From an optimization exercise on the open Yosys and OpenROAD flow, aimed at small area; shortcuts taken in it are not production practice. At most, simulation tests tie the RTL to the original design; equivalence was not proved. Function not checked in run 2: the RTL went through the layout flow alone. Power is estimated from default activity; no workload was simulated.

### design/flow/design.v
package pmu_pkg;
    typedef enum logic [1:0] {
        SELFTEST_NONE    = 2'b00,
        SELFTEST_ALL_ON  = 2'b01,
        SELFTEST_ALL_OFF = 2'b10,
        SELFTEST_ONE_ON  = 2'b11
    } selftest_e;
    typedef enum logic {
        BUS_IDLE = 1'b0,
        BUS_RESP = 1'b1
    } bus_state_e;
endpackage
module pmu_ao22 (
    input  logic a1,
    input  logic a2,
    input  logic b1,
    input  logic b2,
    output logic x
);
    assign x = (a1 & a2) | (b1 & b2);
endmodule
module pmu_aoi222 (
    input  logic a1,
    input  logic a2,
    input  logic b1,
    input  logic b2,
    input  logic c1,
    input  logic c2,
    output logic xn
);
    assign xn = ~((a1 & a2) | (b1 & b2) | (c1 & c2));
endmodule
module pmu_aoi22 (
    input  logic a1,
    input  logic a2,
    input  logic b1,
    input  logic b2,
    output logic xn
);
    assign xn = ~((a1 & a2) | (b1 & b2));
endmodule
module pmu_nand #(parameter int N = 2) (
    input  logic [N-1:0] a,
    output logic         x
);
    assign x = ~&a;
endmodule
module pmu_ao222 (
    input  logic a1,
    input  logic a2,
    input  logic b1,
    input  logic b2,
    input  logic c1,
    input  logic c2,
    output logic x
);
    assign x = (a1 & a2) | (b1 & b2) | (c1 & c2);
endmodule
module pmu_qsel (
    input  logic l,
    input  logic lim,
    input  logic h0,
    input  logic h1,
    input  logic q,
    input  logic z,
    output logic x
);
    assign x = (l & lim) | (h0 & q) | (h1 & (q ^ z));
endmodule
`timescale 1ns/1ns
module pmu_regs (
    input  logic              clk_i,
    input  logic              rstn_i,
    input  logic [6:0]        s_awaddr_i,
    input  logic              s_awvalid_i,
    output logic              s_awready_o,
    input  logic [31:0]       s_wdata_i,
    input  logic              s_wvalid_i,
    output logic              s_wready_o,
    output logic [1:0]        s_bresp_o,
    output logic              s_bvalid_o,
    input  logic              s_bready_i,
    input  logic [6:0]        s_araddr_i,
    input  logic              s_arvalid_i,
    output logic              s_arready_o,
    output logic [31:0]       s_rdata_o,
    output logic [1:0]        s_rresp_o,
    output logic              s_rvalid_o,
    input  logic              s_rready_i,
    output logic [31:0]       cfg_o,
    output logic [7:0]        ovf_mask_o,
    output logic [63:0]       weights_o,
    output logic [3:0][31:0]  limits_o,
    output logic [7:0]        cnt_ld_o,
    input  logic [7:0][31:0]  counter_val_i,
    input  logic [7:0]        ovf_vect_i,
    input  logic [3:0][31:0]  quota_i
);
    logic [4:0] wr_idx, rd_idx;
    logic bvalid_q, rvalid_q, wr_fire;
    logic [31:0] rdata_q, rd_data;
    logic [31:0] cfg_q;
    logic [7:0]  mask_q;
    logic [63:0] weights_q;
    logic [3:0][31:0] limits_q;
    assign wr_idx  = s_awaddr_i[6:2];
    assign rd_idx  = s_araddr_i[6:2];
    assign wr_fire = s_awvalid_i & s_wvalid_i & ~bvalid_q;
    assign s_awready_o = wr_fire;
    assign s_wready_o  = wr_fire;
    assign s_bvalid_o  = bvalid_q;
    assign s_bresp_o   = 2'b00;
    assign s_arready_o = s_arvalid_i & ~rvalid_q;
    assign s_rvalid_o  = rvalid_q;
    assign s_rdata_o   = rdata_q;
    assign s_rresp_o   = 2'b00;
    always_ff @(posedge clk_i or negedge rstn_i) begin
        if (!rstn_i) begin
            bvalid_q <= 1'b0;
            rvalid_q <= 1'b0;
        end else begin
            bvalid_q <= bvalid_q ? ~s_bready_i : (s_awvalid_i & s_wvalid_i);
            rvalid_q <= rvalid_q ? ~s_rready_i : s_arvalid_i;
        end
    end
    always_ff @(posedge clk_i) begin
        rdata_q <= rd_data;
    end
    logic [7:0] we;
    assign we[0] = wr_fire & (wr_idx == 5'd0);
    assign we[1] = wr_fire & (wr_idx == 5'd9);
    assign we[2] = wr_fire & (wr_idx == 5'd11);
    assign we[3] = wr_fire & (wr_idx == 5'd12);
    assign we[4] = wr_fire & (wr_idx == 5'd13);
    assign we[5] = wr_fire & (wr_idx == 5'd14);
    assign we[6] = wr_fire & (wr_idx == 5'd15);
    assign we[7] = wr_fire & (wr_idx == 5'd16);
    logic [7:0][31:0] wq, wd;
    assign wq[0] = cfg_q;
    assign wq[1] = {24'd0, mask_q};
    assign wq[2] = weights_q[31:0];
    assign wq[3] = weights_q[63:32];
    assign wq[4] = limits_q[0];
    assign wq[5] = limits_q[1];
    assign wq[6] = limits_q[2];
    assign wq[7] = limits_q[3];
    for (genvar r = 0; r < 8; r++) begin : g_wr
        logic wen;
        assign wen = ~we[r];
        for (genvar b = 0; b < ((r == 1) ? 8 : 32); b++) begin : g_b
            pmu_ao22 u_sel (.a1(we[r]), .a2(s_wdata_i[b]), .b1(wen), .b2(wq[r][b]), .x(wd[r][b]));
        end
    end
    always_ff @(posedge clk_i or negedge rstn_i) begin
        if (!rstn_i) begin
            cfg_q     <= '0;
            mask_q    <= '0;
            weights_q <= '0;
            limits_q  <= '0;
        end else begin
            cfg_q             <= wd[0];
            mask_q            <= wd[1][7:0];
            weights_q[31:0]   <= wd[2];
            weights_q[63:32]  <= wd[3];
            limits_q[0]       <= wd[4];
            limits_q[1]       <= wd[5];
            limits_q[2]       <= wd[6];
            limits_q[3]       <= wd[7];
        end
    end
    for (genvar i = 0; i < 8; i++) begin : g_ld
        assign cnt_ld_o[i] = wr_fire & (wr_idx == 5'(i + 1));
    end
    logic [20:0] rsel;
    logic rhold;
    assign rhold = rvalid_q;
    for (genvar k = 0; k < 21; k++) begin : g_rsel
        assign rsel[k] = ~rvalid_q & (rd_idx == 5'(k));
    end
    for (genvar b = 0; b < 32; b++) begin : g_rd
        localparam int NS = (b < 8) ? 22 : 20;
        localparam int NT = (NS + 2) / 3;
        logic [23:0] sel, dat;
        logic [NT-1:0] tn;
        always_comb begin
            sel = '0;
            dat = '0;
            sel[0] = rhold;    dat[0] = rdata_q[b];
            sel[1] = rsel[0];  dat[1] = cfg_q[b];
            for (int k = 0; k < 8; k++) begin
                sel[2+k] = rsel[1+k];  dat[2+k] = counter_val_i[k][b];
            end
            sel[10] = rsel[11]; dat[10] = weights_q[b];
            sel[11] = rsel[12]; dat[11] = weights_q[32+b];
            for (int k = 0; k < 4; k++) begin
                sel[12+k] = rsel[13+k]; dat[12+k] = limits_q[k][b];
                sel[16+k] = rsel[17+k]; dat[16+k] = quota_i[k][b];
            end
            if (b < 8) begin
                sel[20] = rsel[9];  dat[20] = mask_q[b];
                sel[21] = rsel[10]; dat[21] = ovf_vect_i[b];
            end
        end
        for (genvar t = 0; t < NT; t++) begin : g_t
            if (3*t + 2 < NS) begin : g3
                pmu_aoi222 u_t (.a1(sel[3*t]), .a2(dat[3*t]), .b1(sel[3*t+1]), .b2(dat[3*t+1]),
                                .c1(sel[3*t+2]), .c2(dat[3*t+2]), .xn(tn[t]));
            end else begin : g2
                pmu_aoi22 u_t (.a1(sel[3*t]), .a2(dat[3*t]), .b1(sel[3*t+1]), .b2(dat[3*t+1]),
                               .xn(tn[t]));
            end
        end
        pmu_nand #(.N(NT)) u_or (.a(tn), .x(rd_data[b]));
    end
    assign cfg_o      = cfg_q;
    assign ovf_mask_o = mask_q;
    assign weights_o  = weights_q;
    assign limits_o   = limits_q;
endmodule
`timescale 1ns/1ns
module pmu_event_counters (
    input  logic              clk_i,
    input  logic              rstn_i,
    input  logic [7:0]        events_i,
    input  logic              cnt_en_i,
    input  logic              cnt_softrst_i,
    input  logic              ovf_en_i,
    input  logic              ovf_softrst_i,
    input  logic [7:0]        cnt_ld_i,
    input  logic [31:0]       wdata_i,
    output logic [7:0][31:0]  counter_val_o,
    output logic [7:0]        ovf_vect_o
);
    logic [7:0][31:0] cnt_q;
    logic [7:0] ovf_q;
    logic [7:0] wrap;
    for (genvar i = 0; i < 8; i++) begin : g_cnt
        logic [31:0] c;
        logic [31:0] nxt;
        logic sel_w, sel_c;
        assign sel_w = ~cnt_softrst_i & cnt_ld_i[i];
        assign sel_c = ~cnt_softrst_i & ~cnt_ld_i[i];
        logic inc;
        logic [4:0] pall;     
        assign inc     = cnt_en_i & events_i[i];
        assign pall[0] = 1'b1;
        for (genvar j = 0; j < 4; j++) begin : g_seg
            assign pall[j+1] = pall[j] & (&cnt_q[i][8*j +: 8]);
        end
        for (genvar b = 0; b < 32; b++) begin : g_bit
            if (b % 8 == 0) begin : g_cin
                assign c[b] = inc & pall[b/8];
            end
            if (b % 8 != 7) begin : g_cy
                assign c[b+1] = c[b] & cnt_q[i][b];
            end
            pmu_ao22 u_sel (.a1(sel_w), .a2(wdata_i[b]), .b1(sel_c), .b2(cnt_q[i][b] ^ c[b]), .x(nxt[b]));
        end
        assign wrap[i] = inc & pall[4] & sel_c;
        always_ff @(posedge clk_i or negedge rstn_i) begin
            if (!rstn_i) cnt_q[i] <= '0;
            else         cnt_q[i] <= nxt;
        end
    end
    always_ff @(posedge clk_i or negedge rstn_i) begin
        if (!rstn_i)            ovf_q <= '0;
        else if (ovf_softrst_i) ovf_q <= '0;
        else if (ovf_en_i)      ovf_q <= ovf_q | wrap;
    end
    assign counter_val_o = cnt_q;
    assign ovf_vect_o    = ovf_q;
endmodule
`timescale 1ns/1ns
module pmu_mccu (
    input  logic              clk_i,
    input  logic              rstn_i,
    input  logic [7:0]        events_i,
    input  logic              mccu_en_i,
    input  logic              mccu_softrst_i,
    input  logic [3:0]        update_quota_i,
    input  logic [63:0]       weights_i,
    input  logic [3:0][31:0]  limits_i,
    output logic [3:0][31:0]  quota_o,
    output logic [3:0]        exhausted_o
);
    for (genvar c = 0; c < 4; c++) begin : g_core
        logic [7:0] wa, wb;
        logic [8:0] wab;      
        logic [8:0] ca;
        logic ea, eb, s_a, s_b, s_ab;
        logic [8:0] costn;    
        logic [8:0] dlo;
        logic [32:9] z;       
        logic bw9, sat;
        logic sel_l, sel_d;
        logic [31:0] d, q, nxt;
        logic ex;
        assign wa = weights_i[16*c +: 8];
        assign wb = weights_i[16*c+8 +: 8];
        assign ca[0] = 1'b0;
        for (genvar k = 0; k < 8; k++) begin : g_add
            assign wab[k]  = wa[k] ^ wb[k] ^ ca[k];
            assign ca[k+1] = (wa[k] & wb[k]) | (ca[k] & (wa[k] ^ wb[k]));
        end
        assign wab[8] = ca[8];
        assign ea   = mccu_en_i & events_i[c];
        assign eb   = mccu_en_i & events_i[c+4];
        assign s_a  = ea & ~eb;
        assign s_b  = ~ea & eb;
        assign s_ab = ea & eb;
        for (genvar k = 0; k < 9; k++) begin : g_cost
            if (k < 8) begin : g_w
                pmu_aoi222 u_c (.a1(s_a), .a2(wa[k]), .b1(s_b), .b2(wb[k]),
                                .c1(s_ab), .c2(wab[k]), .xn(costn[k]));
            end else begin : g_top
                assign costn[k] = ~(s_ab & wab[k]);
            end
        end
        logic [9:0] slo;
        assign slo = {1'b0, q[8:0]} + {1'b0, costn} + 10'd1;
        assign dlo = slo[8:0];
        assign bw9 = ~slo[9];
        assign z[9] = 1'b1;
        for (genvar k = 9; k < 32; k++) begin : g_z
            assign z[k+1] = z[k] & ~q[k];
        end
        assign sat = bw9 & z[32];
        assign d[8:0] = dlo;
        for (genvar k = 9; k < 32; k++) begin : g_dec
            assign d[k] = q[k] ^ (bw9 & z[k]);
        end
        assign sel_l = ~mccu_softrst_i & update_quota_i[c];
        assign sel_d = ~mccu_softrst_i & ~update_quota_i[c] & ~sat;
        for (genvar k = 0; k < 32; k++) begin : g_nxt
            pmu_ao22 u_sel (.a1(sel_l), .a2(limits_i[c][k]), .b1(sel_d), .b2(d[k]), .x(nxt[k]));
        end
        always_ff @(posedge clk_i or negedge rstn_i) begin
            if (!rstn_i) q <= '0;
            else         q <= nxt;
        end
        always_ff @(posedge clk_i or negedge rstn_i) begin
            if (!rstn_i) ex <= 1'b0;
            else         ex <= z[32] & ~|q[8:0];
        end
        assign quota_o[c]     = q;
        assign exhausted_o[c] = ex;
    end
endmodule
`timescale 1ns/1ns
module pmu_top (
    input  logic                          clk_i,
    input  logic                          rstn_i,
    input  logic [7-1:0]    s_awaddr_i,
    input  logic                          s_awvalid_i,
    output logic                          s_awready_o,
    input  logic [32-1:0]     s_wdata_i,
    input  logic [32/8-1:0]   s_wstrb_i,
    input  logic                          s_wvalid_i,
    output logic                          s_wready_o,
    output logic [1:0]                    s_bresp_o,
    output logic                          s_bvalid_o,
    input  logic                          s_bready_i,
    input  logic [7-1:0]    s_araddr_i,
    input  logic                          s_arvalid_i,
    output logic                          s_arready_o,
    output logic [32-1:0]     s_rdata_o,
    output logic [1:0]                    s_rresp_o,
    output logic                          s_rvalid_o,
    input  logic                          s_rready_i,
    input  logic [8-1:0]    events_i,
    output logic                          intr_overflow_o,
    output logic [4-1:0]       intr_mccu_o
);
    logic [31:0] cfg;
    logic [7:0]  ovf_mask;
    logic [63:0] weights;
    logic [3:0][31:0] limits;
    logic [7:0]  cnt_ld;
    logic [7:0]  events_sel;
    logic [7:0][31:0] counter_val;
    logic [7:0]  ovf_vect;
    logic [3:0][31:0] quota;
    logic [3:0]  exhausted;
    pmu_regs u_regs (
        .clk_i, .rstn_i,
        .s_awaddr_i, .s_awvalid_i, .s_awready_o,
        .s_wdata_i, .s_wvalid_i, .s_wready_o,
        .s_bresp_o, .s_bvalid_o, .s_bready_i,
        .s_araddr_i, .s_arvalid_i, .s_arready_o,
        .s_rdata_o, .s_rresp_o, .s_rvalid_o, .s_rready_i,
        .cfg_o        (cfg),
        .ovf_mask_o   (ovf_mask),
        .weights_o    (weights),
        .limits_o     (limits),
        .cnt_ld_o     (cnt_ld),
        .counter_val_i(counter_val),
        .ovf_vect_i   (ovf_vect),
        .quota_i      (quota)
    );
    always_comb begin
        case (cfg[31:30])
            2'b01:   events_sel = 8'hFF;
            2'b10:   events_sel = 8'h00;
            2'b11:   events_sel = 8'h01;
            default: events_sel = events_i;
        endcase
    end
    pmu_event_counters u_counters (
        .clk_i, .rstn_i,
        .events_i      (events_sel),
        .cnt_en_i      (cfg[0]),
        .cnt_softrst_i (cfg[1]),
        .ovf_en_i      (cfg[2]),
        .ovf_softrst_i (cfg[3]),
        .cnt_ld_i      (cnt_ld),
        .wdata_i       (s_wdata_i),
        .counter_val_o (counter_val),
        .ovf_vect_o    (ovf_vect)
    );
    pmu_mccu u_mccu (
        .clk_i, .rstn_i,
        .events_i      (events_sel),
        .mccu_en_i     (cfg[4]),
        .mccu_softrst_i(cfg[5]),
        .update_quota_i(cfg[9:6]),
        .weights_i     (weights),
        .limits_i      (limits),
        .quota_o       (quota),
        .exhausted_o   (exhausted)
    );
    assign intr_overflow_o = |(ovf_vect & ovf_mask);
    assign intr_mccu_o     = exhausted & {4{cfg[4]}};
endmodule
### design/flow/run.sh
#!/bin/bash
# synth_recipe.tcl (not shown) runs the flow's synth.tcl, then flattens the netlist and writes it again
# the make line also repeats each setting of config.mk as NAME=value (left out here)
make -C /OpenROAD-flow-scripts/flow DESIGN_CONFIG=/design/flow/config.mk WORK_HOME=/design/flow/orfs CLKGATE_MAP_FILE= SYNTH_SCRIPT=/design/flow/synth_recipe.tcl finish
### design/flow/config.mk
export PLATFORM = sky130hd
export DESIGN_NAME = pmu_top
export DESIGN_NICKNAME = pmu_top
export VERILOG_FILES = /design/flow/design.v
export SDC_FILE = /design/flow/constraint.sdc
export NUM_CORES = 4
export LEC_CHECK = 0
export CAP_MARGIN = 10
export CORE_MARGIN = 2
export CORE_UTILIZATION = 50
export CTS_BUF_LIST = sky130_fd_sc_hd__clkbuf_8
export CTS_CLUSTER_DIAMETER = 50
export CTS_CLUSTER_SIZE = 14
export SLEW_MARGIN = 10
export SYNTH_HIERARCHICAL = 1
export SYNTH_MINIMUM_KEEP_SIZE = 0
### design/flow/constraint.sdc
create_clock -name core_clock -period 6.0 [get_ports {clk_i}]
set_input_delay 1.2000 -clock core_clock [delete_from_list [all_inputs] [get_ports {clk_i}]]
set_output_delay 1.2000 -clock core_clock [all_outputs]
set_load 0.01 [all_outputs]
==> notes.md, run 1 <==
outcome finished clean; remaining global-route overflow 0; arrival time worst endpoint 6.39 ns; Place WS 0.197 ns; setup tns final 0 ns; Final Core Density approximately three fifths; CTS tree yes; vias in the first global route between 20000 and 30000; crit-path most repeated cell fa_1; first-pass GRT wire length 196000 µm; Setup WS post-layout roughly 0.22 ns; Critical-path top delay cell dfrtp_1; Worst-path clk slew about 0.080 ns; Least-Margin Pin Slew roughly 1.3 ns; Post-synth top cells 630 x dfrtp_1, 616 x a22o_1, 268 x ha_1; Most used DFF post-synth dfrtp_1; max-cap viol count 0; Die H ~270 µm; endpoints failing hold 0; Int Power a little under 9 mW; delay-heaviest family, CP adder cells; Period minus WS final just under 6 ns; initial antenna violation count 3; synthesized area per cell around 13 µm²; RSZ-0062 raised after global routing false; row count 95; DRC errors left 0; Seq/Total Area, Yosys between 40% and 50%; top-count cell post-synth dfrtp_1; Layout area overhead 14.8%; Slew Limit Headroom a little over an eighth; Net Sw Frac 37.5%; Critical Path Source u_regs.weights_q[0]; crit-path cells ha_1 > fa_1 > fa_1 > fa_1 > fa_1 > fa_1 > fa_1 > inv_1 > fa_1 > inv_1 > a222oi_1 > buf_4 > ha_1 > a21oi_1 > nor2b_1 > a41o_1 > buf_4 > nor4_1 > xor2_1 > a22o_1; Root Buffer clkbuf_8; top-area cell type share of the netlist area 46.2%; Initial Util approximately 51%; # clock sinks approximately 660; Comb pwr share around 28%; largest net degree at the start of global routing between 100 and 150; Final setup violation count 0; Die Footprint between 70000 and 80000 µm²; Clock Path Buffers 3; gr usage total between 30% and 40%; VDD IR max roughly 0.00026 V; Synth area leader dfrtp_1; clk latency of the worst-skew pair about 0.74 ns; antenna-violating nets left 0; H-tree depth 3; Yosys cell types 65; mapped cell area between 30000 and 40000 µm²; DRT iter0 DRCs 4926; Worst path max stage delay between 0.4 and 0.5 ns; Critical Path RT ~6.6 ns; Worst Path Class, Setup register to register; chip width about 270 µm; EDFF count, synth 0; I/O pin count about 110; startpoint class of the critical path register; worst path bufs/invs 4; IO Port Bufs 98; path type of the worst min-delay path input pin to async pin; power density cells about 360 nW/µm²; Flop pwr share between 40% and 50%; routability cong. about 0.97; Reg2Reg Setup Slack 0.22 ns; Synthesis Warnings 10; net switching power 5.29 mW; Synth async-reset ratio 95.2%; post-DP HPWL between 90000 and 100000 µm; reg2reg start u_regs.weights_q[0]; Gate Count Post-Synth approximately 2700; CTS Buf Count 92; period utilization approximately 96%; Final Max Slew Viols 0; #FFs+latches synth ~660; largest cells by area after synthesis dfrtp_1 46%, a22o_1 16%, ha_1 9.8%; share of cells above drive strength 1 between 10 and 15%; nets approximately 3300; clock network power share between 20 and 30%; highest clock rate around 170 MHz; Hold Slack ~0.51 ns; final WL ~130000 µm; Leak Pwr 18.9 nW; WL/cell 34.2 µm; Crit. End Element register; vias after detailed routing approximately 30000; core area a little under 70000 µm²; clock skew roughly 0.037 ns; Critical Path Fanout Max 25; vias per cell 7.42; DRT Pass-1 Iters 10; cts hold-fix bufs 0
==> layout by cell type (no fill, tap or decap), types with 10 or more instances in the layout <==
| cell | Yosys | routed |
|---|---|---|
| and4_1 | 25 | 25 |
| nand2_1 | 35 | 35 |
| conb_1 | 1 | 20 |
| nor4_1 | 35 | 31 |
| clkbuf_8 | 0 | 100 |
| clkinv_4 | 0 | 10 |
| nor4_2 | 7 | 11 |
| a222oi_1 | 232 | 232 |
| inv_6 | 0 | 16 |
| nand3_1 | 10 | 10 |
| and2_1 | 20 | 20 |
| xnor2_1 | 23 | 23 |
| buf_4 | 10 | 95 |
| nor2_2 | 0 | 17 |
| or3_1 | 15 | 15 |
| o41ai_1 | 23 | 23 |
| a21oi_1 | 17 | 17 |
| nor2_1 | 91 | 71 |
| fa_1 | 32 | 32 |
| inv_1 | 56 | 65 |
| ha_1 | 268 | 268 |
| clkdlybuf4s50_1 | 0 | 97 |
| or4_4 | 14 | 14 |
| xor2_1 | 88 | 88 |
| dfrtp_1 | 630 | 630 |
| clkinvlp_4 | 0 | 15 |
| nand4_1 | 95 | 95 |
| a22oi_2 | 32 | 32 |
| nor3_1 | 61 | 55 |
| or4_1 | 22 | 22 |
| clkinv_2 | 0 | 10 |
| a22o_1 | 616 | 616 |
| nand2b_1 | 30 | 30 |
| dfxtp_1 | 32 | 32 |
| o21ai_0 | 35 | 35 |
| o21a_1 | 10 | 10 |
==> per-module statistics from Yosys (local to each module, per instance), excerpt <==
| module | flops+latches | cells | copies in the design | area [µm²] |
|---|---|---|---|---|
| pmu_ao22 | 0 | 1 | 616 | 8.76 |
| pmu_aoi22 | 0 | 1 | 32 | 12.5 |
| pmu_aoi222 | 0 | 1 | 232 | 10.0 |
| pmu_event_counters | 264 | 685 | 1 | 10700 |
| pmu_mccu | 132 | 692 | 1 | 7640 |
| pmu_regs | 266 | 350 | 1 | 7010 |
| pmu_top | 0 | 27 | 1 | 144 |
==> flip-flops by register name, indices dropped and copies added (netlist names) <==
signal,flops
u_mccu.g_core.ex,4
u_regs.rdata_q,32
u_regs.bvalid_q,1
u_counters.ovf_q,8
u_regs.limits_q,128
u_regs.mask_q,8
u_counters.cnt_q,256
u_mccu.g_core.q,128
u_regs.cfg_q,32
u_regs.weights_q,64
u_regs.rvalid_q,1
==> through the flow <==
step	std cells	area (µm²)	total power, mW
after floorplan	2725	34200	8.51
after global placement	3757	37100	9.93
after detailed placement	3757	37100	10.1
after CTS	3929	39200	14.0
after global routing	3931	39200	14.7
final	3931	39200	14.1
==> logic make-up (layout without fill, tap and decap cells) <==
| family | after synthesis | after routing | synth area share, % |
|---|---|---|---|
| compound gates | 1003 | 1003 | 26.2 |
| xor+xnor | 111 | 111 | 2.85 |
| simple gates | 533 | 533 | 9.89 |
| buf+inv | 96 | 428 | 1.23 |
| fa+ha+maj | 300 | 300 | 11.7 |
| flops | 662 | 662 | 48.1 |
| other cells | 1 | 21 | 0.0110 |
==> routing by layer <==
layer	vias up	GRT usage, %	share of wire, %	wire length [µm]
li1	12000	-	-	-
met1	15000	51.1	40	53300
met2	1802	58.2	45	60300
met3	330	6.72	9.0	12100
met4	0	20.8	6.4	8640
met5	-	0	0	0
==> final timing paths <==
path	cells after the start	endpoint
worst min register to register	1	u_regs.cfg_q[11]
worst max-delay path	20	u_mccu.g_core[0].q[14]
min in group core_clock	1	u_regs.cfg_q[11]
max in group asynchronous	2	u_regs.weights_q[2]
worst min-delay path	1	u_regs.limits_q[16]
worst max register to register	20	u_mccu.g_core[0].q[14]
==> power groups by stage <==
stage | logic, mW | clock network (mW) | registers, mW
finish | 3.97 | 4.00 | 6.14
global route | 4.31 | 4.23 | 6.20
CTS | 3.93 | 4.03 | 6.09
detailed placement | 3.91 | 0 | 6.17
global placement | 3.78 | 0 | 6.15
floorplan | 2.72 | 0 | 5.79
==> what timing repair did <==
item | 4_1_cts | 5_1_grt
resized for setup | 0 | 0
setup endpoints to repair | 0 | 23
endpoints found under the hold margin | 0 | 0
setup buffers | 0 | 1
==> area by class of cell <==
cell class                      instances  area [µm²]
Tap cell                              873        1090
Inverter                               57         214
Timing Repair Buffer                  199        1820
Antenna cell                            1        2.50
Clock inverter                         72         677
Sequential cell                       662       16400
Fill cell                            5501       28200
Multi-Input combinational cell       1967       17600
Clock buffer                          100        1380
==> inputs of run 2 (changes only) <==
--- a/design/flow/design.v
+++ b/design/flow/design.v
@@ -67,6 +67,13 @@
 );
     assign x = (l & lim) | (h0 & q) | (h1 & (q ^ z));
 endmodule
+module pmu_nand2 (
+    input  logic a1,
+    input  logic a2,
+    output logic xn
+);
+    assign xn = ~(a1 & a2);
+endmodule
 `timescale 1ns/1ns
 module pmu_regs (
     input  logic              clk_i,
@@ -205,9 +212,11 @@
             if (3*t + 2 < NS) begin : g3
                 pmu_aoi222 u_t (.a1(sel[3*t]), .a2(dat[3*t]), .b1(sel[3*t+1]), .b2(dat[3*t+1]),
                                 .c1(sel[3*t+2]), .c2(dat[3*t+2]), .xn(tn[t]));
-            end else begin : g2
+            end else if (3*t + 1 < NS) begin : g2
                 pmu_aoi22 u_t (.a1(sel[3*t]), .a2(dat[3*t]), .b1(sel[3*t+1]), .b2(dat[3*t+1]),
                                .xn(tn[t]));
+            end else begin : g1
+                pmu_nand2 u_t (.a1(sel[3*t]), .a2(dat[3*t]), .xn(tn[t]));
             end
         end
         pmu_nand #(.N(NT)) u_or (.a(tn), .x(rd_data[b]));
==> design/flow/flow/run.sh (new file) <==
#!/bin/bash
# Standard ORFS layout (the standard.sh) with a few extra settings:
#  - port buffers use the smallest buffer instead of the default choice
#  - clock tree without dummy balancing loads
#  - power recovery after global routing (downsizes cells off the critical paths)
# Each ORFS step writes its own log under orfs/logs; make's output goes to standard.log.
set -euo pipefail
bash standard.sh \
  "BUFFER_PORTS_ARGS=-buffer_cell sky130_fd_sc_hd__buf_1" \
  "CTS_ARGS=-sink_clustering_enable -repair_clock_nets -sink_clustering_size 14 -sink_clustering_max_diameter 50 -buf_list sky130_fd_sc_hd__clkbuf_8 -dont_use_dummy_load" \
  RECOVER_POWER=100 \
  finish > standard.log 2>&1
==> design/flow/standard.sh (new file) <==
#!/bin/bash
# synth_recipe.tcl (not shown) runs the flow's synth.tcl, then flattens the netlist and writes it again
# the make line also repeats each setting of config.mk as NAME=value (left out here)
make -C /OpenROAD-flow-scripts/flow DESIGN_CONFIG=/design/flow/config.mk WORK_HOME=/design/flow/orfs CLKGATE_MAP_FILE= SYNTH_SCRIPT=/design/flow/synth_recipe.tcl "${@:-finish}"
removed: design/flow/run.sh
==> notes.md, run 2 <==
Clock Path Buffers 3 (unchanged); clock network power share 22.0% (-6.4 points); vias per cell 7.54 (+1.6%); Final setup violation count 0 (unchanged); synthesized area per cell 12.5 µm² (-0.65%); final std cells w/o fill 3829 (-2.6%); post-DP HPWL 94100 µm (-0.63%); power density cells 342 nW/µm² (-5.1%); setup tns final 0 ns (unchanged); Reg2Reg Setup Slack 0.13 ns (-0.09 ns); chip width 264 µm (-0.34%); WL/cell 35.0 µm (+2.3%); Synth async-reset ratio 95.2% (unchanged); most common cell after layout, fill and taps aside dfrtp_1; worst hold stages 1; Most used DFF post-synth dfrtp_1; Worst Path Class, Setup register to register; Fail Reasons max-capacitance violations, max-slew violations; vias in the first global route 27700 (-1.8%); outcome finished with violations; top-area cell type share of the netlist area 46.5% (+0.32 points); DRT Pass-1 Iters 12 (+2); largest cells by area after synthesis dfrtp_1 47%, a22o_1 16%, ha_1 9.9%; Net Sw Frac 37.2% (-0.30 points); PostCTS Resize Cnt 0 (unchanged); Worst Hold End u_regs.cfg_q[11]; Layout area overhead 9.66%; Hold Slack 0.498 ns (-0.00830 ns); Synthesis Warnings 10 (unchanged); CTS Buf Count 80 (-13%); row count 95 (unchanged); Die Footprint 69900 µm² (-0.67%); # clock sinks 662 (unchanged); Seq/Total Area, Yosys 48.4% (+0.33 points); r2r endpoint u_mccu.g_core[0].q[17]; max reg flops 256 (unchanged); adder-cell share of the synthesized area 11.8% (+0.080 points); mapped cell area 33900 µm² (-0.68%); overall power 12.7 mW (-10%); VDD IR max 0.000223 V (-14%); nets 3320 (-0.72%); clock skew 0.0608 ns (+0.0242 ns); arrival time worst endpoint 6.43 ns (+0.04 ns); largest family of logic cells by synthesized area compound AO/OA/AOI/OAI gates; Least-Margin Pin Slew 3.21 ns (+1.91 ns); Critical Path Fanout Max 19 (-24%); Flop pwr share 48.0% (+4.5 points); DRT iter0 DRCs 4354 (-12%); Period minus WS final 5.87 ns (+0.0874 ns); initial antenna violation count 3 (unchanged); share of cells above drive strength 1 8.40% (-4.3 points); most frequent cells in the layout 630 x dfrtp_1, 616 x a22o_1, 268 x ha_1, 232 x a222oi_1, 95 x nand4_1; clk latency of the worst-skew pair 0.71 ns (-0.03 ns); H-tree depth 3 (unchanged); path type of the worst min-delay path register to register; Gate Count Post-Synth 2705 (-0.037%); Critical Path RT 6.56 ns (-0.04 ns); Yosys cell types 62 (-4.6%); Slew Limit Headroom -114% (-130 points); first-pass GRT wire length 193000 µm (-1.1%); CTS tree yes; top-count cell post-synth dfrtp_1; Post-synth top cells 630 x dfrtp_1, 616 x a22o_1, 268 x ha_1; post-synthesis xor/xnor area fraction 2.92% (+0.071 points); routability cong. 1.03 (+6.7%); Die H 264 µm (-0.34%); Worst-path clk slew 0.07 ns (about the same); biggest regs u_counters.cnt_q (256), u_mccu.g_core.q (128), u_regs.limits_q (128); worst hold start u_regs.cfg_q[11]; EDFF count, synth 0 (unchanged); period utilization 97.9% (+1.5 points); Post-CTS Setup Bufs 0 (unchanged); endpoints failing hold 0 (unchanged); Final Max Slew Viols 769 (+769); post-synthesis mux area share 0% (unchanged); Synth Area in Compound Gates 26.1% (-0.16 points); net switching power 4.72 mW (-11%); Reg with most FFs u_counters.cnt_q; gr usage total 37.7% (-0.16 points); Synth area leader dfrtp_1; fillcell total 5716 (+3.9%); I/O pin count 111 (unchanged); final WL 134000 µm (-0.40%); highest clock rate 170 MHz (-1.5%); Synth Area in Simple Gates 9.56% (-0.32 points); Initial Util 50.5% (-0.17 points); startpoint class of the critical path register; reg2reg start u_regs.weights_q[8]; placed cell areas 36300 µm² (-2.2%); largest net degree at the start of global routing 130 (-2.3%); cts hold-fix bufs 0 (unchanged); core area 67200 µm² (-0.35%); remaining global-route overflow 0 (unchanged); R2R depth 19 (-5.0%); vias after detailed routing 28900 (-1.0%); Setup WS post-layout 0.128 ns (-0.0874 ns); RSZ-0062 raised after global routing false; Crit. End Element register; antenna-violating nets left 0 (unchanged); design area 37200 µm² (-5.2%); #FFs+latches synth 662 (unchanged); Int Power 7.97 mW (-9.6%); Final Core Density 55.3% (-2.8 points); IO Port Bufs 98 (unchanged); max-cap viol count 19 (+19); Root Buffer clkbuf_8; Comb pwr share 29.9% (+1.8 points); DRC errors left 0 (unchanged); Cells after DPL 3745 (-0.32%); Leak Pwr 18.0 nW (-4.9%); Place WS 0.0749 ns (-0.122 ns)
run 2: kinds of logic (layout without fill, tap and decap cells):
logic type	Yosys count	count (layout)
DFF	662	662
AOI/OAI and AO/OA	992	993
buffers and inverters	95	339
xor gates and xnor gates	113	113
and+or+nand+nor	542	542
other	1	7
adders and majority gates	300	300
run 2: cell type report:
type / count / area (µm²) / area share (%)
multi-input cells: 1952 / 17200 / 46.4
flip-flops and latches: 662 / 16400 / 44.1
repair buffers: 202 / 1110 / 2.98
clock buffers: 80 / 1100 / 2.96
well taps: 873 / 1090 / 2.94
inverters: 57 / 214 / 0.576
diodes: 3 / 7.51 / 0.0202
run 2: worst max-delay path by stage:
stage,start,end,slack [ns],depth (start not counted)
after CTS,u_regs.weights_q[56],u_mccu.g_core[3].q[18],0.03,18
final,u_regs.weights_q[8],u_mccu.g_core[0].q[17],0.13,19
after floorplan,u_regs.weights_q[32],u_mccu.g_core[2].q[0],0.03,17
after detailed placement,u_regs.weights_q[56],u_mccu.g_core[3].q[19],0.07,18
after global placement,u_regs.weights_q[56],u_mccu.g_core[3].q[17],0.16,18
after global routing,u_regs.weights_q[8],u_mccu.g_core[0].q[18],0.005,19
run 2: routing by layer:
| metal | global-route usage (%) | routed length, µm | vias up |
|---|---|---|---|
| met3 | 7.65 | 12800 | 352 |
| met5 | 0 | 0 | - |
| li1 | - | - | 11900 |
| met1 | 49.7 | 52100 | 14800 |
| met2 | 57.9 | 59700 | 1815 |
| met4 | 22.1 | 9330 | 0 |
run 2: per-module statistics from Yosys (local to each module, per instance), a selection:
module	cells	times used	area (µm²)
pmu_aoi22	1	24	12.5
pmu_mccu	691	1	7480
pmu_nand2	1	8	3.75
pmu_event_counters	685	1	10700
pmu_top	27	1	144
pmu_aoi222	1	232	10.0
pmu_ao22	1	616	8.76
pmu_regs	350	1	7010
run 2: power groups by stage:
stage,Combinational [mW],Clock [mW],Sequential [mW]
floorplan,2.61,0,5.78
global route,4.11,3.01,6.16
CTS,3.74,2.84,6.06
detailed placement,3.72,0,6.13
global placement,3.59,0,6.12
finish,3.80,2.80,6.10
run 2: critical path: stages, from the launching register on:
cell and delay, ns:
dfrtp_1 0.43, ha_1 0.21, fa_1 0.39, fa_1 0.40, fa_1 0.41, fa_1 0.41, fa_1 0.40, fa_1 0.38
inv_1 0.09, fa_1 0.15, inv_1 0.04, a222oi_1 0.50, ha_1 0.39, a21oi_1 0.15, nor2b_1 0.06, a41o_1 0.24
nor3_1 0.37, a211oi_4 0.25, buf_12 0.26, a22o_1 0.21
==> inputs of run 3 (changes only) <==
--- a/design/flow/design.v
+++ b/design/flow/design.v
@@ -244,28 +244,30 @@
     logic [7:0] ovf_q;
     logic [7:0] wrap;
     for (genvar i = 0; i < 8; i++) begin : g_cnt
-        logic [31:0] c;
         logic [31:0] nxt;
         logic sel_w, sel_c;
         assign sel_w = ~cnt_softrst_i & cnt_ld_i[i];
         assign sel_c = ~cnt_softrst_i & ~cnt_ld_i[i];
         logic inc;
-        logic [4:0] pall;     
-        assign inc     = cnt_en_i & events_i[i];
-        assign pall[0] = 1'b1;
-        for (genvar j = 0; j < 4; j++) begin : g_seg
-            assign pall[j+1] = pall[j] & (&cnt_q[i][8*j +: 8]);
-        end
+        logic [32:0] c;
+        logic p11, p22;       
+        assign inc = cnt_en_i & events_i[i];
+        assign p11 = &cnt_q[i][10:0];
+        assign p22 = p11 & (&cnt_q[i][21:11]);
         for (genvar b = 0; b < 32; b++) begin : g_bit
-            if (b % 8 == 0) begin : g_cin
-                assign c[b] = inc & pall[b/8];
+            if (b == 0) begin : g_c0
+                assign c[b] = inc;
+            end else if (b == 11) begin : g_c11
+                assign c[b] = inc & p11;
+            end else if (b == 22) begin : g_c22
+                assign c[b] = inc & p22;
             end
-            if (b % 8 != 7) begin : g_cy
+            if (b != 10 && b != 21) begin : g_cy
                 assign c[b+1] = c[b] & cnt_q[i][b];
             end
             pmu_ao22 u_sel (.a1(sel_w), .a2(wdata_i[b]), .b1(sel_c), .b2(cnt_q[i][b] ^ c[b]), .x(nxt[b]));
         end
-        assign wrap[i] = inc & pall[4] & sel_c;
+        assign wrap[i] = c[32] & sel_c;
         always_ff @(posedge clk_i or negedge rstn_i) begin
             if (!rstn_i) cnt_q[i] <= '0;
             else         cnt_q[i] <= nxt;
==> design/flow/flow/run.sh (replaced) <==
#!/bin/bash
# Standard ORFS layout (the standard.sh) with two extra settings:
#  - port buffers use the smallest buffer instead of the default choice
#  - clock tree without dummy balancing loads
# Each ORFS step writes its own log under orfs/logs; make's output goes to standard.log.
set -euo pipefail
bash standard.sh \
  "BUFFER_PORTS_ARGS=-buffer_cell sky130_fd_sc_hd__buf_1" \
  "CTS_ARGS=-sink_clustering_enable -repair_clock_nets -sink_clustering_size 14 -sink_clustering_max_diameter 50 -buf_list sky130_fd_sc_hd__clkbuf_8 -dont_use_dummy_load" \
  finish > standard.log 2>&1
==> notes.md, run 3 <==
outcome finished clean; Reg with most FFs u_counters.cnt_q; chip width 264 µm (-0.31%); Worst path max stage delay 0.80 ns (+0.30 ns); Leak Pwr 18.1 nW (+0.66%); routability cong. 0.993 (-3.8%); startpoint class of the critical path register; Most used DFF post-synth dfrtp_1; remaining global-route overflow 0 (unchanged); power density cells 343 nW/µm² (+0.44%); DRT iter0 DRCs 4685 (+7.6%); crit-path cells ha_1 > fa_1 > fa_1 > fa_1 > fa_1 > fa_1 > fa_1 > inv_1 > fa_1 > inv_1 > a222oi_1 > ha_1 > o2111ai_1 > o22ai_2 > nor3_2 > a211oi_4 > buf_12 > a22o_1; CTS tree yes; nets 3291 (-0.87%); top-area cell type share of the netlist area 46.8% (+0.29 points); H-tree depth 3 (unchanged); clock network power share 21.7% (-0.3 points); most frequent cells in the layout 629 x dfrtp_1, 616 x a22o_1, 284 x ha_1, 232 x a222oi_1, 94 x buf_1; Final Core Density 55.6% (+0.25 points); #FFs+latches synth 662 (unchanged); DRT Pass-1 Iters 10 (-2); initial antenna violation count 9 (+6); vias after detailed routing 28400 (-1.5%); cts hold-fix bufs 0 (unchanged); VDD IR max 0.000197 V (-12%); clk latency of the worst-skew pair 0.70 ns (about the same); Slew Limit Headroom 8.49% (+120 points); Flop pwr share 47.3% (-0.7 points); Worst Path Class, Setup register to register; Int Power 7.97 mW (about the same); Root Buffer clkbuf_8; Critical Path RT 6.61 ns (+0.05 ns); net switching power 4.79 mW (+1.5%); Final Max Slew Viols 0 (-100%); Place WS 0.102 ns (+0.0276 ns); highest clock rate 171 MHz (+0.45%); CTS Buf Count 79 (-1.3%); placed cell areas 36100 µm² (-0.64%); Layout area overhead 10.4%; share of cells above drive strength 1 9.83% (+1.4 points); vias in the first global route 27800 (+0.33%); row count 95 (unchanged); max-cap viol count 0 (-19); period utilization 97.4% (-0.44 points); top-count cell post-synth dfrtp_1; Post-synth top cells 630 x dfrtp_1, 616 x a22o_1, 284 x ha_1; first-pass GRT wire length 192000 µm (-0.98%); mapped cell area 33700 µm² (-0.62%); Clock Path Buffers 3 (unchanged); DRC errors left 0 (unchanged); largest cells by area after synthesis dfrtp_1 47%, a22o_1 16%, ha_1 11%; Synthesis Warnings 10 (unchanged); Worst-path clk slew 0.08 ns (about the same); Comb pwr share 31.1% (+1.2 points); synthesized area per cell 12.6 µm² (+0.53%); Final setup violation count 0 (unchanged); Synth async-reset ratio 95.2% (unchanged); Yosys cell types 60 (-3.2%); Setup WS post-layout 0.154 ns (+0.0265 ns); arrival time worst endpoint 6.45 ns (+0.02 ns); largest net degree at the start of global routing 144 (+11%); WL/cell 35.0 µm (+0.13%); Critical Path Fanout Max 19 (unchanged); IO Port Bufs 98 (unchanged); post-DP HPWL 90100 µm (-4.3%); I/O pin count 111 (unchanged); path type of the worst min-delay path register to register; endpoints failing hold 0 (unchanged); Period minus WS final 5.85 ns (-0.0265 ns); Die H 264 µm (-0.31%); vias per cell 7.51 (-0.37%); final WL 133000 µm (-0.99%); setup tns final 0 ns (unchanged); Synth area leader dfrtp_1; max reg flops 256 (unchanged); Die Footprint 69500 µm² (-0.61%); Initial Util 50.3% (-0.13 points); RSZ-0062 raised after global routing false; Crit. End Element register; most common cell after layout, fill and taps aside dfrtp_1; gr usage total 37.8% (+0.082 points); antenna-violating nets left 0 (unchanged); overall power 12.8 mW (+0.54%); biggest regs u_counters.cnt_q (256), u_mccu.g_core.q (128), u_regs.limits_q (128); EDFF count, synth 0 (unchanged); Seq/Total Area, Yosys 48.7% (+0.30 points); design area 37200 µm² (about the same); core area 66900 µm² (-0.35%); Net Sw Frac 37.6% (+0.35 points); Gate Count Post-Synth 2674 (-1.1%); clock skew 0.0712 ns (+0.0104 ns); crit-path most repeated cell fa_1; Critical-path top delay cell a211oi_4; # clock sinks 662 (unchanged); Least-Margin Pin Slew 1.37 ns (-1.84 ns)
run 3: cell types whose count changed after synthesis, moves of 9 or more:
| cell | previous run | this run |
|---|---|---|
| xor2_1 | 88 | 71 |
| nand3_1 | 10 | 19 |
| ha_1 | 268 | 284 |
| nand4_1 | 95 | 79 |
| nor4_1 | 38 | 28 |
run 3: final cells by class:
cell class              count  area (µm²)
repair buffers            192        1230
fillers                  5676       29700
inverters                  63         236
multi-input cells        1912       17100
diodes                      5        12.5
well taps                 873        1090
flip-flops and latches    662       16400
clock buffers              79        1090
run 3: power groups by stage:
stage	sequential [mW]	combinational, mW	clock, mW
floorplan	5.75	2.60	0
global placement	6.05	3.72	0
detailed placement	6.08	3.87	0
CTS	6.00	3.88	2.80
global route	6.09	4.25	2.99
finish	6.03	3.96	2.77
run 3: Yosys stat by module, one instance, submodules excluded, a selection:
module	cells inside	copies in the design
pmu_ao22	1	616
pmu_aoi22	1	24
pmu_aoi222	1	232
pmu_event_counters	654	1
pmu_mccu	691	1
pmu_nand2	1	8
pmu_regs	350	1
pmu_top	27	1
run 3: per-layer routing:
| layer | share of wire [%] | vias up | GRT usage [%] |
|---|---|---|---|
| met3 | 11 | 350 | 9.62 |
| met1 | 40 | 14600 | 51.3 |
| li1 | - | 11700 | - |
| met2 | 44 | 1823 | 56.6 |
| met5 | 0.043 | - | 0 |
| met4 | 5.0 | 10 | 18.2 |
run 3: per-stage QoR:
| step | hold WS (ns) | cells |
|---|---|---|
| after floorplan | 0.463 | 2677 |
| after global placement | 0.479 | 3699 |
| after detailed placement | 0.481 | 3699 |
| after CTS | 0.501 | 3778 |
| after global routing | 0.515 | 3783 |
| final | 0.503 | 3786 |
run 3: kinds of logic (layout without fill, tap and decap cells):
family,Yosys count,in the layout,synth area share (%)
DFF,662,662,48.7
adders and majority gates,316,316,12.5
AOI/OAI and AO/OA,992,992,26.2
other,1,9,0.0111
and+or+nand+nor,504,504,8.84
buffers and inverters,103,334,1.31
xor gates and xnor gates,96,96,2.50
run 3: worst paths after layout:
check                           cells after the start            startpoint                endpoint  slack, ns
worst max-delay path                               18  u_regs.weights_q[56]  u_mccu.g_core[3].q[23]       0.15
worst min-delay path                                1      u_regs.cfg_q[25]        u_regs.cfg_q[25]       0.50
worst max register to register                     18  u_regs.weights_q[56]  u_mccu.g_core[3].q[23]       0.15
worst min register to register                      1      u_regs.cfg_q[25]        u_regs.cfg_q[25]       0.50
max in group asynchronous                           2                rstn_i   u_counters.cnt_q[144]       3.92
min in group asynchronous                           1                rstn_i    u_regs.limits_q[127]       0.68
run 3: what timing repair did:
item	in CTS	in global routing
endpoints found under the setup margin	0	28
resized for setup	0	1
setup buffers	0	2
run 3: critical path, delay by kind of cell (launching register included):
family          cells  cell delay [ns]
fa+ha+maj           9             3.38
compound gates      5             1.41
flops               1             0.43
buf+inv             3             0.42
simple gates        1             0.12
==> inputs of run 4 (changes only) <==
==> design/flow/run.sh (new file) <==
#!/bin/bash
# synth_recipe.tcl (not shown) runs the flow's synth.tcl, then flattens the netlist and writes it again
# the make line also repeats each setting of config.mk as NAME=value (left out here)
make -C /OpenROAD-flow-scripts/flow DESIGN_CONFIG=/design/flow/config.mk WORK_HOME=/design/flow/orfs CLKGATE_MAP_FILE= SYNTH_SCRIPT=/design/flow/synth_recipe.tcl finish
removed: design/flow/flow/run.sh
removed: design/flow/standard.sh
==> notes.md, run 4 <==
outcome finished clean; VDD IR max 0.000231 V (+17%); synthesized area per cell 12.6 µm² (unchanged); vias after detailed routing 28700 (+0.73%); design area 38600 µm² (+3.7%); Final setup violation count 0 (unchanged); highest clock rate 174 MHz (+1.6%); IO Port Bufs 98 (unchanged); # clock sinks 662 (unchanged); post-synthesis xor/xnor area fraction 2.50% (unchanged); Root Buffer clkbuf_8; Synth Area in Simple Gates 8.84% (unchanged); Initial Util 50.3% (unchanged); initial antenna violation count 6 (-3); Synth async-reset ratio 95.2% (unchanged); chip width 264 µm (unchanged); R2R depth 19 (+1); Die Footprint 69500 µm² (unchanged); largest cells by area after synthesis dfrtp_1 47%, a22o_1 16%, ha_1 11%; Worst path max stage delay 0.56 ns (-0.24 ns); Synthesis Warnings 10 (unchanged); largest net degree at the start of global routing 145 (+0.69%); antenna-violating nets left 0 (unchanged); fillcell total 5615 (-1.1%); CTS tree yes; Layout area overhead 14.5%; Least-Margin Pin Slew 1.32 ns (-0.0543 ns); placed cell areas 36700 µm² (+1.8%); Most used DFF post-synth dfrtp_1; Crit. End Element register; crit-path most repeated cell fa_1; Synth area leader dfrtp_1; Critical Path Source u_regs.weights_q[32]; Post-synth top cells 630 x dfrtp_1, 616 x a22o_1, 284 x ha_1; mapped cell area 33700 µm² (unchanged); Reg with most FFs u_counters.cnt_q; Final Core Density 57.6% (+2.0 points); Gate Count Post-Synth 2674 (unchanged); Die H 264 µm (unchanged); WL/cell 34.6 µm (-1.3%); biggest regs u_counters.cnt_q (256), u_mccu.g_core.q (128), u_regs.limits_q (128); Seq/Total Area, Yosys 48.7% (unchanged); reg2reg start u_regs.weights_q[32]; r2r endpoint u_mccu.g_core[2].q[10]; Critical-path top delay cell a222oi_1; #FFs+latches synth 662 (unchanged); nets 3301 (+0.30%); overall power 13.7 mW (+7.7%); vias in the first global route 27900 (+0.28%); adder-cell share of the synthesized area 12.5% (unchanged); most frequent cells in the layout 629 x dfrtp_1, 616 x a22o_1, 284 x ha_1, 232 x a222oi_1, 97 x clkdlybuf4s50_1; Leak Pwr 18.7 nW (+3.4%); top-area cell type share of the netlist area 46.8% (unchanged); Clock Path Buffers 3 (unchanged); period utilization 95.9% (-1.6 points); Reg2Reg Setup Slack 0.25 ns (+0.09 ns); startpoint class of the critical path register; setup tns final 0 ns (unchanged); arrival time worst endpoint 6.35 ns (-0.10 ns); DRT iter0 DRCs 4685 (unchanged); clock skew 0.0403 ns (-0.0309 ns); DRC errors left 0 (unchanged); row count 95 (unchanged); gr usage total 37.9% (+0.15 points); post-synthesis mux area share 0% (unchanged); share of cells above drive strength 1 12.0% (+2.2 points); max reg flops 256 (unchanged); Critical Path Fanout Max 25 (+6); crit-path cells ha_1 > fa_1 > fa_1 > fa_1 > fa_1 > fa_1 > fa_1 > inv_1 > fa_1 > inv_1 > a222oi_1 > ha_1 > nand3_1 > o31ai_4 > buf_4 > nor2_1 > ha_1 > xor2_1 > a22o_1; top-count cell post-synth dfrtp_1; final WL 134000 µm (+0.73%); CTS Buf Count 81 (+2.5%); Worst-path clk slew 0.09 ns (about the same); remaining global-route overflow 0 (unchanged); H-tree depth 3 (unchanged); clk latency of the worst-skew pair 0.72 ns (+0.02 ns); DRT Pass-1 Iters 14 (+4); path type of the worst min-delay path input pin to async pin; post-DP HPWL 91300 µm (+1.4%); largest family of logic cells by synthesized area compound AO/OA/AOI/OAI gates; Worst Path Class, Setup register to register; Critical Path RT 6.59 ns (-0.02 ns); Synth Area in Compound Gates 26.2% (unchanged); endpoints failing hold 0 (unchanged); I/O pin count 111 (unchanged); vias per cell 7.41 (-1.3%); Yosys cell types 60 (unchanged); max-cap viol count 0 (unchanged); core area 66900 µm² (unchanged); EDFF count, synth 0 (unchanged); routability cong. 0.961 (-3.3%); Slew Limit Headroom 12.1% (+3.6 points); most common cell after layout, fill and taps aside dfrtp_1; first-pass GRT wire length 193000 µm (+0.71%); worst setup path end u_mccu.g_core[2].q[10]; Period minus WS final 5.75 ns (-0.0937 ns); RSZ-0062 raised after global routing false; power density cells 356 nW/µm² (+3.9%); Final Max Slew Viols 0 (unchanged)
## run 4: per-layer routing
metal  track usage (%)  vias to the layer above  part of all wire [%]
met5                 0                        -                0.0097
met4              16.1                        2                   4.3
met3              8.31                      311                    10
met2              57.8                     1681                    45
met1              52.5                    14900                    41
li1                  -                    11800                     -
## run 4: cells by family (layout without fill, tap and decap cells)
logic type	Yosys count	in the layout
compound gates	992	992
flops	662	662
simple gates	504	504
fa+ha+maj	316	316
buf+inv	103	414
xor+xnor	96	96
other cells	1	7
## run 4: cell type report
class,count,area (µm²),area share [%]
diodes,3,7.51,0.0195
clock buffers,87,1200,3.10
clock inverters,64,622,1.61
inverters,63,236,0.613
multi-input cells,1912,17200,44.5
flip-flops and latches,662,16400,42.5
well taps,873,1090,2.83
repair buffers,200,1850,4.80
## run 4: stage by stage
step | instances | setup WS (ns) | hold WS [ns]
floorplan | 2677 | 0.0281 | 0.463
global placement | 3707 | 0.229 | 0.479
detailed placement | 3707 | 0.125 | 0.481
CTS | 3858 | 0.0931 | 0.467
global route | 3862 | 0.0142 | 0.496
finish | 3864 | 0.248 | 0.466
## run 4: Yosys stat by module, one instance, submodules excluded, excerpt
module / area (µm²) / times used / flops+latches
pmu_ao22: 8.76 / 616 / 0
pmu_regs: 7010 / 1 / 266
pmu_top: 144 / 1 / 0
pmu_mccu: 7490 / 1 / 132
pmu_event_counters: 10500 / 1 / 264
pmu_aoi22: 12.5 / 24 / 0
pmu_aoi222: 10.0 / 232 / 0
pmu_nand2: 3.75 / 8 / 0
## run 4: worst min path at each step
stage / startpoint / to / slack, ns
after floorplan: u_regs.cfg_q[10] / u_regs.cfg_q[10] / 0.46
after global placement: u_regs.cfg_q[17] / u_regs.cfg_q[17] / 0.48
after detailed placement: u_regs.cfg_q[19] / u_regs.cfg_q[19] / 0.48
after CTS: rstn_i / u_regs.cfg_q[30] / 0.47
after global routing: rstn_i / u_regs.cfg_q[30] / 0.50
final: rstn_i / u_regs.cfg_q[30] / 0.47
## run 4: power breakdown
part | switching [mW] | internal (mW) | leakage, nW | total [mW]
Sequential | 0.885 | 5.15 | 8.81 | 6.03
Clock | 1.99 | 1.70 | 0.918 | 3.69
Combinational | 2.30 | 1.72 | 8.98 | 4.02
Total | 5.18 | 8.57 | 18.7 | 13.7
## run 4: timing repair
action                                  in CTS  in global routing
gates resized for setup                      0                  3
buffers inserted                             0                  3
hold buffers                                 0                  0
endpoints found under the setup margin       0                 44
## run 4: critical path, delay by kind of cell (launching register included)
family                     cells  cell delay, ns
adders and majority gates     10            3.29
AOI/OAI and AO/OA              3            0.99
buffers and inverters          3            0.50
DFF                            1            0.43
and+or+nand+nor                2            0.23
xor gates and xnor gates       1            0.15
==> inputs of run 5 (changes only) <==
--- a/design/flow/design.v
+++ b/design/flow/design.v
@@ -303,7 +303,7 @@
         logic [8:0] dlo;
         logic [32:9] z;       
         logic bw9, sat;
-        logic sel_l, sel_d;
+        logic sel_l;
         logic [31:0] d, q, nxt;
         logic ex;
         assign wa = weights_i[16*c +: 8];
@@ -331,19 +331,23 @@
         assign slo = {1'b0, q[8:0]} + {1'b0, costn} + 10'd1;
         assign dlo = slo[8:0];
         assign bw9 = ~slo[9];
+        logic g;
         assign z[9] = 1'b1;
         for (genvar k = 9; k < 32; k++) begin : g_z
             assign z[k+1] = z[k] & ~q[k];
         end
         assign sat = bw9 & z[32];
+        assign g   = bw9 & ~z[32];
         assign d[8:0] = dlo;
         for (genvar k = 9; k < 32; k++) begin : g_dec
-            assign d[k] = q[k] ^ (bw9 & z[k]);
+            assign d[k] = q[k] ^ (g & z[k]);
         end
-        assign sel_l = ~mccu_softrst_i & update_quota_i[c];
-        assign sel_d = ~mccu_softrst_i & ~update_quota_i[c] & ~sat;
+        logic sel_dl, sel_dh;
+        assign sel_l  = ~mccu_softrst_i & update_quota_i[c];
+        assign sel_dh = ~mccu_softrst_i & ~update_quota_i[c];
+        assign sel_dl = sel_dh & ~sat;
         for (genvar k = 0; k < 32; k++) begin : g_nxt
-            pmu_ao22 u_sel (.a1(sel_l), .a2(limits_i[c][k]), .b1(sel_d), .b2(d[k]), .x(nxt[k]));
+            pmu_ao22 u_sel (.a1(sel_l), .a2(limits_i[c][k]), .b1((k < 9) ? sel_dl : sel_dh), .b2(d[k]), .x(nxt[k]));
         end
         always_ff @(posedge clk_i or negedge rstn_i) begin
             if (!rstn_i) q <= '0;
==> design/flow/config.mk (replaced) <==
export PLATFORM = sky130hd
export DESIGN_NAME = pmu_top
export DESIGN_NICKNAME = pmu_top
export VERILOG_FILES = /design/flow/design.v
export SDC_FILE = /design/flow/constraint.sdc
export NUM_CORES = 4
export LEC_CHECK = 0
export CAP_MARGIN = 10
export CORE_MARGIN = 2
export CORE_UTILIZATION = 65
export CTS_BUF_LIST = sky130_fd_sc_hd__clkbuf_16
export CTS_CLUSTER_DIAMETER = 80
export CTS_CLUSTER_SIZE = 30
export SLEW_MARGIN = 10
export SYNTH_HIERARCHICAL = 1
export SYNTH_MINIMUM_KEEP_SIZE = 0
==> notes.md, run 5 <==
core area 51300 µm² (-23%); Synthesis Warnings 10 (unchanged); worst setup path end u_mccu.g_core[0].q[18]; Root Buffer clkbuf_16; vias per cell 8.15 (+9.9%); Initial Util 65.9% (+16 points); top-count cell post-synth dfrtp_1; CTS Buf Count 36 (-56%); CTS tree yes; Least-Margin Pin Slew 1.39 ns (+0.0743 ns); max reg flops 256 (unchanged); clock skew 0.0277 ns (-0.0126 ns); cts hold-fix bufs 0 (unchanged); Critical Path Fanout Max 8 (-68%); Leak Pwr 18.4 nW (-1.7%); Worst-path clk slew 0.11 ns (+0.02 ns); top-area cell type share of the netlist area 46.7% (-0.14 points); #FFs+latches synth 662 (unchanged); most common cell after layout, fill and taps aside dfrtp_1; Worst Path Class, Setup register to register; crit-path most repeated cell fa_1; vias after detailed routing 29300 (+2.4%); first-pass GRT wire length 185000 µm (-4.0%); mapped cell area 33800 µm² (+0.30%); Reg with most FFs u_counters.cnt_q; Die Footprint 53800 µm² (-23%); Critical-path top delay cell a222oi_1; initial antenna violation count 10 (+4); crit-path cells ha_1 > fa_1 > fa_2 > fa_1 > fa_1 > fa_2 > fa_1 > inv_1 > fa_1 > inv_1 > a222oi_1 > buf_4 > ha_1 > a21o_1 > a21oi_2 > o31ai_4 > buf_12 > buf_4 > nor3_1 > xor2_1 > a22o_1; clk latency of the worst-skew pair 0.62 ns (-0.10 ns); most frequent cells in the layout 629 x dfrtp_1, 616 x a22o_1, 284 x ha_1, 232 x a222oi_1, 97 x clkdlybuf4s50_1; final std cells w/o fill 3600 (-6.8%); nets 3273 (-0.85%); H-tree depth 2 (-1); startpoint class of the critical path register; Final setup violation count 0 (unchanged); max-cap viol count 0 (unchanged); Period minus WS final 5.93 ns (+0.177 ns); largest cells by area after synthesis dfrtp_1 47%, a22o_1 16%, ha_1 11%; outcome finished clean; final WL 127000 µm (-4.6%); Seq/Total Area, Yosys 48.6% (-0.15 points); post-DP HPWL 88600 µm (-2.9%); reg2reg start u_regs.weights_q[0]; DRT iter0 DRCs 5565 (+19%); fillcell total 3605 (-36%); Reg2Reg Setup Slack 0.07 ns (-0.18 ns); biggest regs u_counters.cnt_q (256), u_mccu.g_core.q (128), u_regs.limits_q (128); I/O pin count 111 (unchanged); Die H 232 µm (-12%); arrival time worst endpoint 6.44 ns (+0.09 ns); overall power 13.1 mW (-5.0%); synthesized area per cell 12.6 µm² (-0.37%); VDD IR max 0.000276 V (+19%); largest net degree at the start of global routing 116 (-20%); power density cells 346 nW/µm² (-2.8%); R2R depth 21 (+2); # clock sinks 662 (unchanged); vias in the first global route 28400 (+1.9%); Clock Path Buffers 3 (unchanged); DRC errors left 0 (unchanged); row count 83 (-13%); Slew Limit Headroom 7.08% (-5.0 points); Worst path max stage delay 0.64 ns (+0.08 ns); r2r endpoint u_mccu.g_core[0].q[18]; chip width 232 µm (-12%); remaining global-route overflow 0 (unchanged); period utilization 98.8% (+3.0 points); Synth area leader dfrtp_1; highest clock rate 169 MHz (-3.0%); Multi-input gate area 17200 µm² (+0.25%); Yosys cell types 64 (+6.7%); share of cells above drive strength 1 9.08% (-3.0 points); WL/cell 35.4 µm (+2.4%); register area 16400 µm² (unchanged); Gate Count Post-Synth 2692 (+0.67%); routability cong. 1.08 (+13%); Final Core Density 73.5% (+16 points); Final Max Slew Viols 0 (unchanged); Most used DFF post-synth dfrtp_1; Crit. End Element register; Critical Path RT 6.51 ns (-0.08 ns); Layout area overhead 11.7%; Cells after DPL 3528 (-4.8%); gr usage total 47.1% (+9.2 points); Synth async-reset ratio 95.2% (unchanged); path type of the worst min-delay path register to register; antenna-violating nets left 0 (unchanged); IO Port Bufs 98 (unchanged); endpoints failing hold 0 (unchanged); EDFF count, synth 0 (unchanged); DRT Pass-1 Iters 13 (-1); Critical Path Source u_regs.weights_q[0]; Post-synth top cells 630 x dfrtp_1, 616 x a22o_1, 284 x ha_1
run 5: area by class of cell:
type | count | share of cell area (%)
sequential | 662 | 43.5
multi-input combinational | 1935 | 45.6
timing repair buffer | 195 | 4.86
tap | 680 | 2.26
clock buffer | 37 | 2.45
clock inverter | 27 | 0.743
inverter | 62 | 0.617
antenna | 2 | 0.0133
run 5: critical path: cells and delay by family (launching register included):
| kind | cells | cell delay [ns] |
|---|---|---|
| xor gates and xnor gates | 1 | 0.14 |
| DFF | 1 | 0.43 |
| and+or+nand+nor | 1 | 0.31 |
| adders and majority gates | 9 | 2.91 |
| AOI/OAI and AO/OA | 5 | 1.31 |
| buffers and inverters | 5 | 0.73 |
run 5: worst min-delay path by stage:
stage                     start               end  depth (start not counted)
6_report       u_regs.cfg_q[16]  u_regs.cfg_q[16]                          1
4_1_cts        u_regs.cfg_q[28]  u_regs.cfg_q[28]                          1
2_1_floorplan  u_regs.cfg_q[10]  u_regs.cfg_q[10]                          1
3_5_place_dp   u_regs.cfg_q[25]  u_regs.cfg_q[25]                          1
3_3_place_gp   u_regs.cfg_q[20]  u_regs.cfg_q[20]                          1
5_1_grt        u_regs.cfg_q[28]  u_regs.cfg_q[28]                          1
run 5: kinds of logic (layout without fill, tap and decap cells):
logic type	count (synthesis)	after routing	synth area share (%)
adders and majority gates	316	316	12.4
xor gates and xnor gates	108	108	2.80
AOI/OAI and AO/OA	972	972	25.8
other	1	6	0.0111
muxes	6	6	0.200
buffers and inverters	98	321	1.26
and+or+nand+nor	529	529	9.00
DFF	662	662	48.6
run 5: layer usage:
metal | track usage [%] | wire length (µm) | vias up
met5 | 0 | 131 | -
met4 | 25.3 | 8670 | 14
met3 | 18.2 | 19300 | 552
met2 | 67.9 | 53900 | 2350
met1 | 61.5 | 45400 | 14800
li1 | - | - | 11700
run 5: what timing repair did:
item | CTS | global route
setup buffers | 0 | 4
endpoints found under the setup margin | 0 | 19
gates resized for setup | 0 | 7
run 5: power breakdown:
part,switching (mW),internal (mW),leakage [nW]
Combinational,2.26,1.80,8.98
Clock,1.68,1.25,0.594
Sequential,0.930,5.14,8.81
run 5: modules after synthesis (local to each module, per instance), a selection:
module / copies in the design / flip-flops and latches / area (µm²) / cells
pmu_aoi22: 24 / 0 / 12.5 / 1
pmu_aoi222: 232 / 0 / 10.0 / 1
pmu_ao22: 616 / 0 / 8.76 / 1
pmu_top: 1 / 0 / 144 / 27
pmu_regs: 1 / 266 / 7010 / 350
pmu_mccu: 1 / 132 / 7590 / 709
pmu_nand2: 8 / 0 / 3.75 / 1
pmu_event_counters: 1 / 264 / 10500 / 654
run 5: per-stage QoR:
| step | cell area (µm²) | worst slack, ns | hold WS (ns) | TNS [ns] |
|---|---|---|---|---|
| after floorplan | 33800 | 0.105 | 0.463 | 0 |
| after global placement | 36400 | 0.181 | 0.479 | 0 |
| after detailed placement | 36400 | 0.197 | 0.480 | 0 |
| after CTS | 37600 | 0.136 | 0.508 | 0 |
| after global routing | 37700 | -0.0217 | 0.519 | -0.0217 |
| final | 37700 | 0.0709 | 0.509 | 0 |

re-timing with driven ports:
How much do the figures lean on ideal ports? The routed layouts below were timed once more, with nothing changed but the port constraints.
Step 1: set_driving_cell puts a clkbuf_16 on clk_i and a buf_2 on each other input, an assumption about the parent block.
Step 2 adds t to the input delays and takes it off the output delays; t is the mean of the earliest and latest rising clock arrival at the registers after step 1. Input paths then give back, and output paths get back, about the clock's delay inside the block.
Three values: no drivers, after step 1, after step 2; two values: the first two.
| run | t, ns | setup slack, ns | worst register clock-pin slew, ns | worst slew at a driven data input, ns | cell pins on the clock port's net |
|---|---|---|---|---|---|
| run 1 | 0.785 | 0.215 / 0.215 / 0.180 | 0.10 / 0.10 | 0.05 | 1 |
| run 2 | 0.748 | 0.128 / 0.128 / 0.128 | 0.09 / 0.09 | 0.05 | 1 |
| run 3 | 0.725 | 0.154 / 0.154 / 0.154 | 0.09 / 0.09 | 0.11 | 1 |
| run 4 | 0.770 | 0.248 / 0.248 / 0.048 | 0.09 / 0.09 | 0.12 | 1 |
| run 5 | 0.665 | 0.071 / 0.071 / 0.071 | 0.12 / 0.12 | 0.05 | 1 |
The setup slack of run 4, which loses most, moves by 0.000 ns with the drivers and by -0.200 ns with both steps.
